From an optimization exercise on the open Yosys and OpenROAD flow, aimed at small area and a short achievable clock period; shortcuts taken in it are not production practice. Function was checked by simulation only, so behaviour that the tests miss may differ from the original. Power and IR drop assume default switching activity.

## design/flow/config.mk

```make
export PLATFORM = sky130hd
export DESIGN_NAME = mem_map_ctrl
export DESIGN_NICKNAME = mem_map_ctrl
export VERILOG_FILES = /design/flow/design.v
export SDC_FILE = /design/flow/constraint.sdc
export NUM_CORES = 4
export LEC_CHECK = 0
export CAP_MARGIN = 20
export CORE_MARGIN = 2
export CORE_UTILIZATION = 40
export SLEW_MARGIN = 20
```

## design/flow/constraint.sdc

```tcl
create_clock -name core_clock -period 5.5 [get_ports {clk}]
set_input_delay 1.1000 -clock core_clock [delete_from_list [all_inputs] [get_ports {clk}]]
set_output_delay 1.1000 -clock core_clock [all_outputs]
set_load 0.01 [all_outputs]
```

## design/flow/design.v

```verilog
module mem_map_ctrl #(
  parameter logic [15:0] RAM_BASE  = 16'h0200,
  parameter int unsigned RAM_WORDS = 256,
  parameter logic [15:0] ROM_BASE  = 16'hC000,
  parameter logic [3:0]  RAM_WS    = 4'd0,
  parameter logic [3:0]  ROM_WS    = 4'd1
) (
  input  logic        clk,
  input  logic        rst_n,
  input  logic        req,
  input  logic [15:0] MAB_in,
  input  logic [15:0] MDB_in,
  input  logic        MW,
  input  logic        BW,
  output logic [15:0] MDB_out,
  output logic        rdy,
  output logic        fault,
  output logic [15:0] fault_addr,
  output logic [15:0] rom_addr,
  input  logic [15:0] rom_data
);
  localparam int IW = $clog2(RAM_WORDS);
  localparam logic [16:0] RAM_END = {1'b0, RAM_BASE} + 17'(2 * RAM_WORDS);
  typedef enum logic [1:0] {IDLE, WAIT, DONE} state_t;
  logic [15:0] mem [RAM_WORDS];
  state_t      state_q, state_d;
  logic [3:0]  cnt_q, cnt_d;
  logic [IW-1:0] idx_q, idx_d;
  logic [15:0] wdata_q, wdata_d;
  logic        mw_q, mw_d;
  logic        bw_q, bw_d;
  logic        lane_q, lane_d;
  logic        is_rom_q, is_rom_d;
  logic        rdy_q, rdy_d;
  logic        fault_q, fault_d;
  logic [15:0] mdb_out_q, mdb_out_d;
  logic [15:0] fault_addr_q, fault_addr_d;
  logic [15:0] rom_addr_q, rom_addr_d;
  logic        ram_hit, rom_hit;
  logic        f_unmap, f_align, f_rom_wr, f_any;
  logic [15:0] ram_off, rom_off;
  logic [15:0] src_word, rd_val;
  logic        accept, commit;
  always_comb begin
    ram_off  = MAB_in - RAM_BASE;
    rom_off  = MAB_in - ROM_BASE;
    ram_hit  = (MAB_in >= RAM_BASE) && ({1'b0, MAB_in} < RAM_END);
    rom_hit  = (MAB_in >= ROM_BASE);
    f_unmap  = !ram_hit && !rom_hit;
    f_align  = !f_unmap && !BW && MAB_in[0];
    f_rom_wr = !f_unmap && !f_align && rom_hit && MW;
    f_any    = f_unmap || f_align || f_rom_wr;
  end
  always_comb begin
    src_word = is_rom_q ? rom_data : mem[idx_q];
    rd_val   = src_word;
    if (bw_q) begin
      rd_val = {8'h00, lane_q ? src_word[15:8] : src_word[7:0]};
    end
  end
  always_comb begin
    state_d      = state_q;
    cnt_d        = cnt_q;
    idx_d        = idx_q;
    wdata_d      = wdata_q;
    mw_d         = mw_q;
    bw_d         = bw_q;
    lane_d       = lane_q;
    is_rom_d     = is_rom_q;
    rdy_d        = 1'b0;
    fault_d      = 1'b0;
    mdb_out_d    = mdb_out_q;
    fault_addr_d = fault_addr_q;
    rom_addr_d   = rom_addr_q;
    accept       = 1'b0;
    commit       = 1'b0;
    unique case (state_q)
      IDLE, DONE: begin
        if (req) begin
          accept   = 1'b1;
          wdata_d  = MDB_in;
          mw_d     = MW;
          bw_d     = BW;
          lane_d   = MAB_in[0];
          is_rom_d = rom_hit;
          if (f_any) begin
            state_d      = DONE;
            rdy_d        = 1'b1;
            fault_d      = 1'b1;
            fault_addr_d = MAB_in;
          end else begin
            state_d = WAIT;
            if (rom_hit) begin
              cnt_d      = ROM_WS;
              rom_addr_d = {1'b0, rom_off[15:1]};
            end else begin
              cnt_d = RAM_WS;
              idx_d = ram_off[IW:1];
            end
          end
        end else if (state_q == DONE) begin
          state_d = IDLE;
        end
      end
      WAIT: begin
        if (cnt_q == 4'd0) begin
          commit  = 1'b1;
          state_d = DONE;
          rdy_d   = 1'b1;
          if (!mw_q) begin
            mdb_out_d = rd_val;
          end
        end else begin
          cnt_d = cnt_q - 4'd1;
        end
      end
      default: state_d = IDLE;
    endcase
  end
  always_ff @(posedge clk) begin
    if (!rst_n) begin
      state_q      <= IDLE;
      cnt_q        <= 4'd0;
      idx_q        <= '0;
      wdata_q      <= 16'h0000;
      mw_q         <= 1'b0;
      bw_q         <= 1'b0;
      lane_q       <= 1'b0;
      is_rom_q     <= 1'b0;
      rdy_q        <= 1'b0;
      fault_q      <= 1'b0;
      mdb_out_q    <= 16'h0000;
      fault_addr_q <= 16'h0000;
      rom_addr_q   <= 16'h0000;
    end else begin
      state_q      <= state_d;
      cnt_q        <= cnt_d;
      idx_q        <= idx_d;
      wdata_q      <= wdata_d;
      mw_q         <= mw_d;
      bw_q         <= bw_d;
      lane_q       <= lane_d;
      is_rom_q     <= is_rom_d;
      rdy_q        <= rdy_d;
      fault_q      <= fault_d;
      mdb_out_q    <= mdb_out_d;
      fault_addr_q <= fault_addr_d;
      rom_addr_q   <= rom_addr_d;
    end
  end
  always_ff @(posedge clk) begin
    if (rst_n && commit && mw_q && !is_rom_q) begin
      if (!bw_q) begin
        mem[idx_q] <= wdata_q;
      end else if (lane_q) begin
        mem[idx_q][15:8] <= wdata_q[7:0];
      end else begin
        mem[idx_q][7:0] <= wdata_q[7:0];
      end
    end
  end
  assign MDB_out    = mdb_out_q;
  assign rdy        = rdy_q;
  assign fault      = fault_q;
  assign fault_addr = fault_addr_q;
  assign rom_addr   = rom_addr_q;
endmodule
```

## design/flow/run.sh

```bash
#!/bin/bash
# synth_recipe.tcl (not shown) runs the flow's synth.tcl, then flattens the netlist and writes it again
# the make line also repeats each setting of config.mk as NAME=value (left out here)
make -C /OpenROAD-flow-scripts/flow DESIGN_CONFIG=/design/flow/config.mk WORK_HOME=/design/flow/orfs CLKGATE_MAP_FILE= SYNTH_SCRIPT=/design/flow/synth_recipe.tcl finish
```

==> notes.md <==
state kept, by name, summed over array words and instances (netlist names), 2 cells and up, named ones only:
signal        cells
wdata_q          16
mem            4096
state_q           2
rom_addr_q       15
idx_q             8
mdb_out_q        16
cnt_q             4
fault_addr_q     16
logic make-up (layout without fill, tap and decap cells):
logic type / Yosys count / after routing / share of synthesized area
DFF: 4187 / 4187 / 0.761
xor gates and xnor gates: 2 / 2 / 0.000107
AOI/OAI and AO/OA: 656 / 656 / 0.0278
adders and majority gates: 4 / 4 / 0.000305
other: 1 / 9 / 0.0000229
buffers and inverters: 499 / 1284 / 0.0229
muxes: 1378 / 1378 / 0.156
and+or+nand+nor: 1230 / 1230 / 0.0318
placed cells by master, fill, tap and decap left out, drive strengths merged, types with 70 or more instances in the layout:
cell type      count
buf              420
mux2i            422
clkbuf           470
nor2             623
o221ai            70
nand2            320
a22oi             81
mux4             925
dfxtp             91
edfxtp          4096
nand3             92
o21ai             86
clkdlybuf4s50    101
a21oi            129
o22ai             87
clkinv           189
routing by layer:
metal / track usage / vias to the layer above
met3: 0.0529 / 829
li1: - / 33830
met5: 0 / -
met1: 0.306 / 44949
met2: 0.344 / 4835
met4: 0.0794 / 4
final timing paths:
check,startpoint,to,depth (start not counted)
worst max register to register,cnt_q[0],mem[254][9],10
worst min register to register,rom_addr_q[0],rom_addr_q[0],2
worst max-delay path,cnt_q[0],mem[254][9],10
worst min-delay path,rom_addr_q[0],rom_addr_q[0],2
power groups by stage:
stage               Combinational, W  Sequential [W]  Clock, W
floorplan                    0.00100          0.0359         0
global placement             0.00206          0.0358         0
finish                       0.00210          0.0352    0.0283
global route                 0.00218          0.0351    0.0298
detailed placement           0.00209          0.0358         0
CTS                          0.00209          0.0352    0.0286
layout make-up:
| type | count | area, µm² |
|---|---|---|
| clock inverter | 278 | 3060 |
| sequential | 4187 | 125000 |
| multi-input combinational | 3271 | 35900 |
| fill | 33831 | 223000 |
| clock buffer | 469 | 10500 |
| inverter | 15 | 71.3 |
| tap | 5451 | 6820 |
| timing repair buffer | 522 | 4910 |
| antenna | 8 | 20.0 |
through the flow:
stage / setup slack [ns] / TNS, ns / utilization / instances / cell area (µm²)
after global routing: 0.494 / 0 / 0.455 / 14194 / 186000
final: 0.531 / 0 / 0.455 / 14201 / 186000
after CTS: 0.343 / 0 / 0.455 / 14190 / 186000
after detailed placement: -0.0221 / -0.386 / 0.422 / 13443 / 173000
after global placement: -0.891 / -882.75 / 0.422 / 13439 / 172000
after floorplan: 0.859 / 0 / - / 7957 / 164000
worst register-to-register path: cells and delay by family, from the launching register on:
kind	cells	cell delay, ns
buffers and inverters	2	0.30
AOI/OAI and AO/OA	1	0.17
DFF	1	0.33
and+or+nand+nor	6	3.61
adders and majority gates	1	0.16
==> notes.md <==
- At the end of the flow, the number of nets in the layout was 8454.
- Among all flip-flop cells after synthesis, the most frequent one is sky130_fd_sc_hd__edfxtp_1.
- The smallest clock period supported by the final layout is computed as between 4 and 5 ns.
- On the critical path, the stage with the largest delay is an instance of sky130_fd_sc_hd__nor2_1.
- The max-cap check violation count is 0.
- The clock transition at the registers of the reported paths is 0.06 ns.
- The number of setup violations in the final report is 0.
- The worst relative slew slack is 0.201.
- The met2 layer wire length in the routed design is 217 mm.
- The wire-length estimate of the detail-placed layout is 289 mm.
- The die footprint is about 420000 µm².
- The width of the die is between 600 and 700 µm.
- The H-tree depth is 5.
- For this block, the routed nets add up to 470 mm of wire.
- The number of vias per cell is roughly 6.
- The cell class contributing the biggest share of worst-path delay is simple AND/OR/NAND/NOR gates.
- For this run, asynchronously set or reset flops after synthesis account for 0.
- The average instance in the mapped netlist occupies 20.6 µm².
- Timing would allow up to a little over 0.2 GHz.
- In this run the core area contains around 240 standard-cell rows.
- Of the available clock period, the critical path in the final layout requires 0.903.
- In this run, synthesis produced a sequential element count of ~4200.
- After detailed routing, the met3 layer carries about 48 mm of wire.
- Across all hold checks on the routed design, the worst slack comes to between 0.4 and 0.5 ns.
- In the final layout, the share of cells above drive strength 1 is 0.227.
- Counting stages on the worst path, the most repeated cell is sky130_fd_sc_hd__nor2_1.
- Compared with the post-synthesis result, the final layout area differs by 13.4%.
- Data on the critical path arrives at its endpoint at ~5.6 ns.
- By count the netlist is led by 4096 x sky130_fd_sc_hd__edfxtp_1, 858 x sky130_fd_sc_hd__mux4_2, 623 x sky130_fd_sc_hd__nor2_1.
- The initial utilization of the core area, before any placement, comes to 0.401.
- The via count of the first global-routing pass is around 84000.
- Of the total power, registers draw 0.536.
- The share of total power dissipated in combinational logic is 0.032.
- Power spread over the standard cell area amounts to ~350 nW/µm².
- The internal power contribution is 0.0518 W.
- The number of buffers inserted by port buffering is about 100.
- The maximum vdd drop is 0.280 mV.
- Buffers inserted to repair hold after CTS numbered 0.
- The CTS tree is built.
- The leading area contributor after synthesis is sky130_fd_sc_hd__edfxtp_1.
- Synthesis produced a netlist whose cell count is between 7000 and 8000.
- In the final routed layout, each cell accounts on average for roughly 33 µm.
- In this run the power spent charging and discharging nets is roughly 0.014 W.
- The worst-skew pair later-pin latency is around 0.98 ns.
- The total design power is 0.0656 W.
- The combined buffer and inverter count along the critical path is 2.
- The synthesized netlist contains 95 unique library cells.
- For this run, the number of Yosys warnings is 1.
- The vias after detailed routing is roughly 84000.
- Buffers added to address setup during post-CTS repair amount to 0.
- TritonCTS created 400 clock buffers.
- The net count after synthesis is 8014.
- just over 100 I/O pins were placed.
- The final setup skew is ~0.085 ns.
- The synthesized design contains 4096 enable-type register cells.
- Setup repair after global routing left no endpoint under its margin.
- The critical path is of the flop to flop type.
- For this run, the slowest stage of the critical path takes approximately 0.95 ns.
- The cell at the root of the clock tree is sky130_fd_sc_hd__clkbuf_16.
- Of the total power, the share spent switching nets is 0.210.
- The worst path required time is roughly 6.1 ns.
- The most common cell in the synthesized netlist is sky130_fd_sc_hd__edfxtp_1.
- STA classifies the critical path startpoint as a flop.
- The count of TritonRoute iterations in the first routing pass is 6.
- The buffer levels on the longest clock path is 4.
- Setup slack on the worst reg-to-reg path comes out at roughly 0.53 ns.
- The number of instances resized during post-cts repair is 0.
- Of all nets on the critical path, the largest fanout is 16.
- The total routing resource utilization after global routing is 0.222.
- The path type of the worst min-delay path is flop to flop.
- The remaining design rule violation count is 0.
- Walking the worst path, the cells encountered are inv_1 > ha_1 > or3b_1 > or2_1 > nor3_2 > buf_4 > o21ai_1 > nor2_1 > nand3_1 > nor2_1.
- The area of the mapped netlist is about 160000 µm².
- The number of slew-limit violations in the final report is 0.
- The element type at the critical path end is a flop.
- The flow ran to the end and the layout has no timing, DRC or antenna violations.
- The floorplan die height is ~640 µm.
- The core box area is a little over 400000 µm².
- The share of the Yosys chip area taken by registers is 0.761.
- The global-route wire length before repair is approximately 660 mm.
- The initial antenna violation count is 22.
- The standby leakage power is between 50 and 60 nW.
- For this block, the initial DRC count from the detailed router was around 12000.
- The remaining global-route overflow is 0.
- The routability-driven placement congestion ratio is around 0.9.
- The antenna violation net count after detailed routing is 0.
- The share of total power in the clock network is 0.432.
- Of the post-synthesis cell area, the dominant cell type holds 0.750.
- The clock sink count is approximately 4200.
- Entering global routing, the biggest net connects 201 pins.
- By area the synthesized netlist is led by sky130_fd_sc_hd__edfxtp_1 75%, sky130_fd_sc_hd__mux4_2 12%, sky130_fd_sc_hd__mux2i_1 2.6%, sky130_fd_sc_hd__nor2_1 1.4%, sky130_fd_sc_hd__dfxtp_1 1.1%.
- The detailed router used layers up to and including met5.
- The actual transition at the worst max-transition pin is ~1.2 ns.
- The routed metal-1 wire length is about 180 mm.
- The final-report hold violation count is 0.

==> port drivers added, routing unchanged <==
In the flow no input, the clock included, has a driving cell. The finished layout below was timed again as built, in two steps.
Step 1, drivers: a clkbuf_16 drives clk and a buf_2 each remaining input, both assumed.
Step 2, shift: input delay + t, output delay - t, t = (earliest + latest rising clock arrival at the registers) / 2. This alone moves slack from input paths to output paths.
Three values: ideal, step 1, step 2; two values: the first two.
shift t [ns]: 1.049
setup slack, ns: 0.531 / 0.531 / 0.158
worst setup path at the end: input to register
After both steps this run still meets setup and hold. The setup slack of this run moves by 0.000 ns with the drivers and by -0.373 ns with both steps.
